This design comes from an exercise in tuning for small area, a short achievable clock period and few clock cycles on the open sky130 flow, not from production work.
Only simulation tests tie the RTL to the original design; equivalence was not proved.

==> job 7018: inputs <==
==> flow/design.v (excerpt) <==
module dsp_seq_core #(
  parameter int DATA_W     = 32,
  parameter int NREGS      = 16,
  parameter int IMEM_DEPTH = 64,
  parameter int NOUT       = 3
) (
  input  logic                          clk,
  input  logic                          rst,
  input  logic                          imem_we,
  input  logic [$clog2(IMEM_DEPTH)-1:0] imem_addr,
  input  logic [31:0]                   imem_wdata,
  input  logic                          start,
  output logic                          busy,
  output logic                          done,
  output logic                          err,
  output logic [NOUT*DATA_W-1:0]        out_data,
  output logic [NOUT-1:0]               out_valid
);
Settings: LEC_CHECK=0, CAP_MARGIN=20, CORE_MARGIN=2, CORE_UTILIZATION=45, PLACE_DENSITY=0.6, SLEW_MARGIN=20; clock period 12.0 ns.
run.sh (not shown) runs the stock make flow with config.mk's settings and CLKGATE_MAP_FILE= SYNTH_SCRIPT=/design/flow/synth_recipe.tcl, a recipe that flattens the netlist after the stock synthesis.
==> job 1761: changes against job 7018 <==
--- a/flow/design.v
+++ b/flow/design.v
@@ -963,23 +963,29 @@
   localparam int AW = $clog2(IMEM_DEPTH);
   localparam int IW = dsp_pkg::IW;
   localparam logic [1:0] C_ALU = dsp_pkg::C_ALU;
   localparam logic [1:0] C_OUT = dsp_pkg::C_OUT;
   localparam logic [1:0] C_NOP = dsp_pkg::C_NOP;
   localparam logic [1:0] C_END = dsp_pkg::C_END;
+  function automatic logic [2:0] add_mod3(input logic [2:0] x, input logic [2:0] y);
+    add_mod3[0] = (x[0] & y[0]) | (x[1] & y[2]) | (x[2] & y[1]);
+    add_mod3[1] = (x[0] & y[1]) | (x[1] & y[0]) | (x[2] & y[2]);
+    add_mod3[2] = (x[0] & y[2]) | (x[2] & y[0]) | (x[1] & y[1]);
+  endfunction
   function automatic logic [1:0] mod3_16(input logic [15:0] v);
-    logic [3:0] e, o;
-    logic [4:0] s;
-    e = '0;
-    o = '0;
+    logic [2:0] r [8];
+    logic [2:0] q [4];
+    logic [2:0] t;
     for (int k = 0; k < 8; k++) begin
-      e = e + 4'(v[2*k]);
-      o = o + 4'(v[2*k+1]);
-    end
-    s = 5'(e) + {o, 1'b0};
-    mod3_16 = 2'(s % 5'd3);
+      r[k][0] = v[2*k+1] == v[2*k];
+      r[k][1] = !v[2*k+1] && v[2*k];
+      r[k][2] = v[2*k+1] && !v[2*k];
+    end
+    for (int k = 0; k < 4; k++) q[k] = add_mod3(r[2*k], r[2*k+1]);
+    t = add_mod3(add_mod3(q[0], q[1]), add_mod3(q[2], q[3]));
+    mod3_16 = {t[2], t[1]};
   endfunction
   function automatic logic [IW-1:0] encode(input logic [31:0] w);
     logic [5:0] op;
     logic [3:0] rs, rt, rd;
     op = w[dsp_pkg::OP_LSB +: 6];
     rs = w[dsp_pkg::RS_LSB +: 4];
@@ -1009,69 +1015,91 @@
     pw_q <= imem_we && !busy_q;
     pa_q <= imem_addr;
     pd_q <= imem_wdata;
   end
   assign pw_word = encode(pd_q);
   always_ff @(posedge clk) if (pw_q) mem[pa_q] <= pw_word;
-  logic [IW-1:0] w0_eff, w1_eff;
-  assign w0_eff = (pw_q && pa_q == AW'(0)) ? pw_word : mem[0];
-  assign w1_eff = (pw_q && pa_q == AW'(1)) ? pw_word : mem[1];
+  logic w01_busy;
+  assign w01_busy = pw_q && pa_q[AW-1:1] == '0;
   logic [AW-1:0] pc_q;
+  logic [IW-1:0] mem_rd;
+  always_comb begin
+    mem_rd = '0;
+    for (int i = 0; i < IMEM_DEPTH; i++) mem_rd = mem_rd | (mem[i] & {IW{pc_q == AW'(i)}});
+  end
   logic [IW-1:0] fq_q;
   logic [IW-1:0] dw;             
+  logic          rq_v;           
   logic [3:0]  rq_sa, rq_sb, rq_sc, rq_dst;
   logic        rq_li, rq_sub, rq_mul, rq_out, rq_end, rq_eerr, rq_wr;
   logic [1:0]  rq_ch;
   logic [15:0] rq_imm;
   logic        d_li, d_alu, d_out, d_end;
-  assign dw    = busy_q ? fq_q : w0_eff;
+  assign dw    = (busy_q && rq_v) ? fq_q : mem[0];
   assign d_li  = dw[19:16] != 4'd0;
   assign d_alu = !d_li && dw[15:14] == C_ALU;
   assign d_out = !d_li && dw[15:14] == C_OUT;
   assign d_end = !d_li && dw[15:14] == C_END;
-  logic fq_end, rq_last, stall, adv, fin, start_acc;
+  logic fq_end, fq_last, rq_last, mr_end, fq_safe, stall, adv, fin_b, fin_c, fin, start_acc;
+  logic [3:0] d_sa, d_sb, d_sc;
+  assign d_sa      = (d_alu || d_out) ? dw[11:8] : 4'd0;
+  assign d_sb      = d_alu ? dw[7:4] : 4'd0;
+  assign d_sc      = (d_alu && dw[13:12] == 2'd3) ? dw[3:0] : 4'd0;
   assign fq_end    = fq_q[19:16] == 4'd0 && fq_q[15:14] == C_END;
+  assign mr_end    = mem_rd[19:16] == 4'd0 && mem_rd[15:14] == C_END;
+  assign fq_last   = pc_q == AW'(0);    
   assign rq_last   = pc_q == AW'(1);    
-  assign adv       = busy_q && !rq_end && !stall;
-  assign fin       = busy_q && (rq_end || (!stall && (fq_end || rq_last)));
+  logic f_alu, f_out;
+  logic [3:0] f_sa, f_sb, f_sc;
+  assign f_alu     = fq_q[19:16] == 4'd0 && fq_q[15:14] == C_ALU;
+  assign f_out     = fq_q[19:16] == 4'd0 && fq_q[15:14] == C_OUT;
+  assign f_sa      = (f_alu || f_out) ? fq_q[11:8] : 4'd0;
+  assign f_sb      = f_alu ? fq_q[7:4] : 4'd0;
+  assign f_sc      = (f_alu && fq_q[13:12] == 2'd3) ? fq_q[3:0] : 4'd0;
+  assign fq_safe   = !f_out && !(rq_mul && rq_wr && (f_sa == rq_dst || f_sb == rq_dst || f_sc == rq_dst));
+  assign adv       = rq_v && !rq_end && !stall;
+  assign fin_c     = busy_q && ((rq_v && rq_end) || (adv && (fq_end || rq_last)));
+  assign fin_b     = busy_q && adv && !fq_end && !rq_last && (mr_end || fq_last) && fq_safe;
+  assign fin       = fin_c || fin_b;
   assign start_acc = !busy_q && start && !imem_we;
   always_ff @(posedge clk) begin
-    if (!busy_q || adv) begin
-      rq_sa   <= (d_alu || d_out) ? dw[11:8] : 4'd0;
-      rq_sb   <= d_alu ? dw[7:4] : 4'd0;
-      rq_sc   <= (d_alu && dw[13:12] == 2'd3) ? dw[3:0] : 4'd0;
+    if (!busy_q || !rq_v || adv) begin
+      rq_sa   <= d_sa;
+      rq_sb   <= d_sb;
+      rq_sc   <= d_sc;
       rq_dst  <= d_li ? dw[19:16] : (d_alu ? dw[3:0] : 4'd0);
       rq_wr   <= d_li || (d_alu && dw[3:0] != 4'd0);
       rq_li   <= d_li;
       rq_sub  <= d_alu && dw[13:12] == 2'd1;
       rq_mul  <= d_alu && dw[13];
       rq_out  <= d_out;
       rq_end  <= d_end;
       rq_eerr <= dw[0];
       rq_ch   <= dw[1:0];
       rq_imm  <= dw[15:0];
     end
-    if (!busy_q) begin
-      fq_q <= w1_eff;
+    if (!busy_q || !rq_v) begin
+      fq_q <= mem[1];
       pc_q <= AW'(2);
     end else if (adv) begin
-      fq_q <= mem[pc_q];
+      fq_q <= mem_rd;
       pc_q <= pc_q + 1'b1;
     end
   end
   logic [31:0] rf [1:15];
+  logic [15:1] rf_v;
   logic        wb_aw, wb_mw, wb_we;
   logic [3:0]  wb_dst;
   logic [31:0] wb_res, wb_val, mul_p;
   logic        ex_aw, ex_mw, ex_sub;
   logic [3:0]  ex_dst;
   logic [31:0] ex_a, ex_b, ex_c, alu;
   logic [15:0] ex_one, ex_two, ex_neg;
   function automatic logic [31:0] rf_rd(input logic [3:0] s);
     rf_rd = '0;
-    for (int i = 1; i < 16; i++) if (s == 4'(i)) rf_rd = rf[i];
+    for (int i = 1; i < 16; i++) if (s == 4'(i) && rf_v[i]) rf_rd = rf[i];
   endfunction
   function automatic logic [31:0] fwd(input logic [3:0] s);
     if (ex_aw && ex_dst == s) fwd = alu;
     else if (wb_we && wb_dst == s) fwd = wb_val;
     else fwd = rf_rd(s);
   endfunction
@@ -1112,38 +1140,42 @@
   assign wb_val = wb_mw ? mul_p : wb_res;
   logic [NOUT*DATA_W-1:0] out_q;
   logic [NOUT-1:0] ov_q;
   always_ff @(posedge clk or posedge rst) begin
     if (rst) begin
       busy_q <= 1'b0;
+      rq_v   <= 1'b0;
       done_q <= 1'b0;
       err_q  <= 1'b0;
       ex_aw  <= 1'b0;
       ex_mw  <= 1'b0;
       wb_aw  <= 1'b0;
       wb_mw  <= 1'b0;
       out_q  <= '0;
       ov_q   <= '0;
-      for (int i = 1; i < 16; i++) rf[i] <= '0;
+      rf_v   <= '0;
     end else begin
       busy_q <= busy_q ? !fin : start_acc;
+      rq_v   <= busy_q ? (!rq_v || !fin_c) : (start_acc && !w01_busy);
       done_q <= fin;
       if (start_acc) err_q <= 1'b0;
-      else if (fin) err_q <= rq_end ? rq_eerr : (rq_last || fq_q[0]);
+      else if (fin_c) err_q <= rq_end ? rq_eerr : (rq_last || fq_q[0]);
+      else if (fin_b) err_q <= fq_last || mem_rd[0];
       ex_aw <= adv && rq_wr && !rq_mul;
       ex_mw <= adv && rq_wr && rq_mul;
       wb_aw <= ex_aw;
       wb_mw <= ex_mw;
       ov_q  <= '0;
       if (adv && rq_out) begin
         ov_q <= NOUT'(1) << rq_ch;
         out_q[rq_ch*DATA_W +: DATA_W] <= op_a;
       end
-      if (wb_we) rf[wb_dst] <= wb_val;
+      if (wb_we) rf_v[wb_dst] <= 1'b1;
     end
   end
+  always_ff @(posedge clk) if (wb_we) rf[wb_dst] <= wb_val;
   assign busy = busy_q;
   assign done = done_q;
   assign err = err_q;
   assign out_data = out_q;
   assign out_valid = ov_q;
 endmodule
==> flow/flow/run.sh (new file) <==
#!/bin/bash
set -euo pipefail
bash standard.sh SETUP_SLACK_MARGIN=8 finish > standard_flow.log 2>&1
==> flow/standard.sh (new file) <==
#!/bin/bash
# synth_recipe.tcl (not shown) runs the flow's synth.tcl, then flattens the netlist and writes it again
# the make line also repeats each setting of config.mk as NAME=value (left out here)
make -C /OpenROAD-flow-scripts/flow DESIGN_CONFIG=/design/flow/config.mk WORK_HOME=/design/flow/orfs CLKGATE_MAP_FILE= SYNTH_SCRIPT=/design/flow/synth_recipe.tcl "${@:-finish}"
removed: flow/run.sh
==> qor summary <==
| metric | job 1761 | job 7018 |
|---|---|---|
| Outcome | complete, no violations | complete, no violations |
| Total number of placement rows | 174 | 180 |
| Instance count after placement with tap cells included | 10777 | 11571 |
| Clk cell area share | 6.596% | 6.322% |
| Global-route wire length before repair | 598.5 mm | 572.1 mm |
| Setup repair after global routing missed its margin | true | false |
| Critical Path Start | ex_two[0] | pd_q[1] |
| Max-Slew Margin vs Limit | 14.15% | 14.75% |
| Final core utilization | 53.00% | 50.86% |
| Tot GR Track Use | 37.39% | 32.76% |
| GRT met1 Usage | 52.20% | 47.99% |
| Worst Skew | 0.1068 ns | 0.07728 ns |
| Total wire length after detailed routing | 441.7 mm | 405.9 mm |
| Critical path capture point | u_mul.mid_q[62] | rq_dst[0] |
| Post-synth EDFFs | 1818 | 1338 |
| Clock transition time at the flip-flop clock pins of the worst setup and hold paths | 0.07 ns | 0.06 ns |
| Last weighted congestion value of the routability-driven placer | 0.9777 | 0.9898 |
| Maximum cell stage delay along the critical path | 0.54 ns | 0.74 ns |
| Die Y | 478.8 um | 494.6 um |
Testbench counts of job 7018, summed over its fixed seeds: cycles 8,755.
Testbench counts of job 1761, summed over its fixed seeds: cycles 8,594.

[what the ideal ports hide]
How much do the figures lean on ideal ports? The routed layouts below were timed once more, with nothing changed but the port constraints.
Step 1 (the two cells are an assumption about what drives the block):
set clk [get_ports {clk}]
set_driving_cell -lib_cell sky130_fd_sc_hd__clkbuf_16 $clk
set_driving_cell -lib_cell sky130_fd_sc_hd__buf_2 [delete_from_list [all_inputs] $clk]
Step 2 times the ports against the registers' clock, not the clock port: input delays grow and output delays shrink by t, the midpoint of the rising clock arrivals with the driver on.
a / b / c = ideal ports / drivers / drivers and shift; a / b = the first two.
run	shift t [ns]	slack for setup (ns)	worst hold slack (ns)	clock arrival spread, ns	worst register clock-pin slew, ns
job 7018	0.983	4.384 / 4.384 / 4.384	0.336 / 0.336 / 0.336	0.078 / 0.078	0.07 / 0.07
job 1761	0.994	7.630 / 7.630 / 7.350	0.322 / 0.322 / 0.322	0.108 / 0.108	0.07 / 0.07
After both steps every run listed still meets setup and hold. For job 1761, which loses most, drivers alone change the setup slack by 0.000 ns; drivers and shift together by -0.280 ns. Setup slack includes reset recovery checks.
